This is an optimization exercise on Yosys and OpenROAD, whose aim is small area, a short achievable clock period and few clock cycles per item, not a production implementation.
The RTL was checked by simulation tests, not by an equivalence proof against the original design.

Setup of the previous run:
==> flow/design.v (excerpt) <==
module rational_fraction_alu (
  input  logic        clk_i,
  input  logic        rst_ni,
  input  logic        in_valid_i,
  output logic        in_ready_o,
  input  logic [1:0]  in_action_i,
  input  logic [31:0] in_num_a_i,
  input  logic [31:0] in_den_a_i,
  input  logic [31:0] in_num_b_i,
  input  logic [31:0] in_den_b_i,
  output logic        out_valid_o,
  input  logic        out_ready_i,
  output logic        out_status_o,
  output logic [63:0] out_num_o,
  output logic [63:0] out_den_o
);
export LEC_CHECK = 0
export CAP_MARGIN = 20
export CORE_MARGIN = 2
export CORE_UTILIZATION = 40
export SLEW_MARGIN = 20
create_clock -name core_clock -period 11.0 [get_ports {clk_i}]
standard.sh (not shown) runs the stock make flow with config.mk's settings and CLKGATE_MAP_FILE= SYNTH_SCRIPT=/design/flow/synth_recipe.tcl, a recipe that flattens the netlist after the stock synthesis.
==> flow/flow/run.sh <==
#!/bin/bash
# Standard layout; Yosys/ABC buffers removed before repair, repair_timing aims further below the
# clock period and works only on the worst paths.
set -euo pipefail
bash standard.sh SETUP_SLACK_MARGIN=7 TNS_END_PERCENT=0 REMOVE_ABC_BUFFERS=1 finish > standard_make.log 2>&1
Testbench counts of the previous run, summed over its fixed seeds: cycles 130,475, items 1,200.
## Diff of input files: the current run against the previous run
==> flow/flow/run.sh <==
#!/bin/bash
# Standard layout; repair_timing aims further below the clock period and works only on the worst paths.
set -euo pipefail
bash standard.sh SETUP_SLACK_MARGIN=7 TNS_END_PERCENT=0 finish > standard_make.log 2>&1
--- outcome ---
Taking the previous run as the reference, in the current run instance area after placement flat; final critical-path required period fell by 21 ps.
In terms of share of cell area taken by flip-flops and latches, the previous run and the current run differ only marginally.
Critical path depth for the current run: 7 up relative to the previous run


## run Y
rational_fraction_alu again, from the RTL that the note above started with.
// rational_fraction_alu
module rational_fraction_alu (
  input  logic        clk_i,
  input  logic        rst_ni,
  input  logic        in_valid_i,
  output logic        in_ready_o,
  input  logic [1:0]  in_action_i,
  input  logic [31:0] in_num_a_i,
  input  logic [31:0] in_den_a_i,
  input  logic [31:0] in_num_b_i,
  input  logic [31:0] in_den_b_i,
  output logic        out_valid_o,
  input  logic        out_ready_i,
  output logic        out_status_o,
  output logic [63:0] out_num_o,
  output logic [63:0] out_den_o
);
Settings: LEC_CHECK=0, CAP_MARGIN=20, CORE_MARGIN=2, CORE_UTILIZATION=40, SETUP_SLACK_MARGIN=5, SLEW_MARGIN=20; clock period 11.0 ns.
run.sh (not shown) runs the stock make flow with config.mk's settings and CLKGATE_MAP_FILE= SYNTH_SCRIPT=/design/flow/synth_recipe.tcl, a recipe that flattens the netlist after the stock synthesis.
Stock flow here: none of the scripts above is used.
Run Y: no failed stages, no open violations at the end
Testbench counts of run Y, summed over its fixed seeds: cycles 130,475, items 1,200.
### run Y -> run R
- SETUP_SLACK_MARGIN removed (was 5)
==> flow/flow/run.sh (new file) <==
#!/bin/bash
# Standard layout, with repair_timing aiming further below the clock period.
set -euo pipefail
bash standard.sh SETUP_SLACK_MARGIN=6.5 finish > standard_make.log 2>&1
==> flow/standard.sh (new file) <==
#!/bin/bash
# synth_recipe.tcl (not shown) runs the flow's synth.tcl, then flattens the netlist and writes it again
# the make line also repeats each setting of config.mk as NAME=value (left out here)
make -C /OpenROAD-flow-scripts/flow DESIGN_CONFIG=/design/flow/config.mk WORK_HOME=/design/flow/orfs CLKGATE_MAP_FILE= SYNTH_SCRIPT=/design/flow/synth_recipe.tcl "${@:-finish}"
removed: flow/run.sh
==> comparison <==
- Run R: no failed stages, no open violations at the end
- Via count (higher): run R
- Run R: routed wire length 4.6% above run Y
- Run R has first-iteration detailed-routing DRC count above what run Y had.
- Taking run Y as the reference, in run R post-CTS resize count now larger; global-route wire length before repair now larger; minimum hold slack comparable; detailed-route wire length on metal 1 now larger.
- Compared to run Y, run R has non-clock buffer count about 40% higher.
- Going from run Y to run R, transition time of the tightest slew-check pin saw a decrease; critical path depth saw an increase.

static timing again, ports no longer ideal:
The results above use ideal ports. As a check the final layouts listed here were re-extracted and re-timed, cells and wires unchanged.
Step 1 (the two cells are an assumption about what drives the block):
set clk [get_ports {clk_i}]
set_driving_cell -lib_cell sky130_fd_sc_hd__clkbuf_16 $clk
set_driving_cell -lib_cell sky130_fd_sc_hd__buf_2 [delete_from_list [all_inputs] $clk]
Step 2 moves the port delays by t, midway between the first and last clock arrival at a register: inputs arrive t later, outputs are due t later. That takes back most of the time a late clock gives input paths.
a / b / c = no drivers / after step 1 / after step 2; a / b = the first two.
| run | t, ns | slack for setup (ns) | worst setup path after step 2 | worst slew at a driven data input, ns |
|---|---|---|---|---|
| the previous run | 0.750 | 6.399 / 6.439 / 5.698 | input to register | 0.20 |
| the current run | 0.738 | 6.420 / 6.420 / 5.823 | input to register | 0.18 |
| run Y | 0.735 | 5.142 / 5.142 / 4.997 | input to register | 0.17 |
| run R | 0.736 | 6.419 / 6.419 / 5.864 | input to register | 0.17 |
After both steps every run listed still meets setup and hold. For the previous run, which loses most, drivers alone change the setup slack by +0.040 ns; drivers and shift together by -0.701 ns.
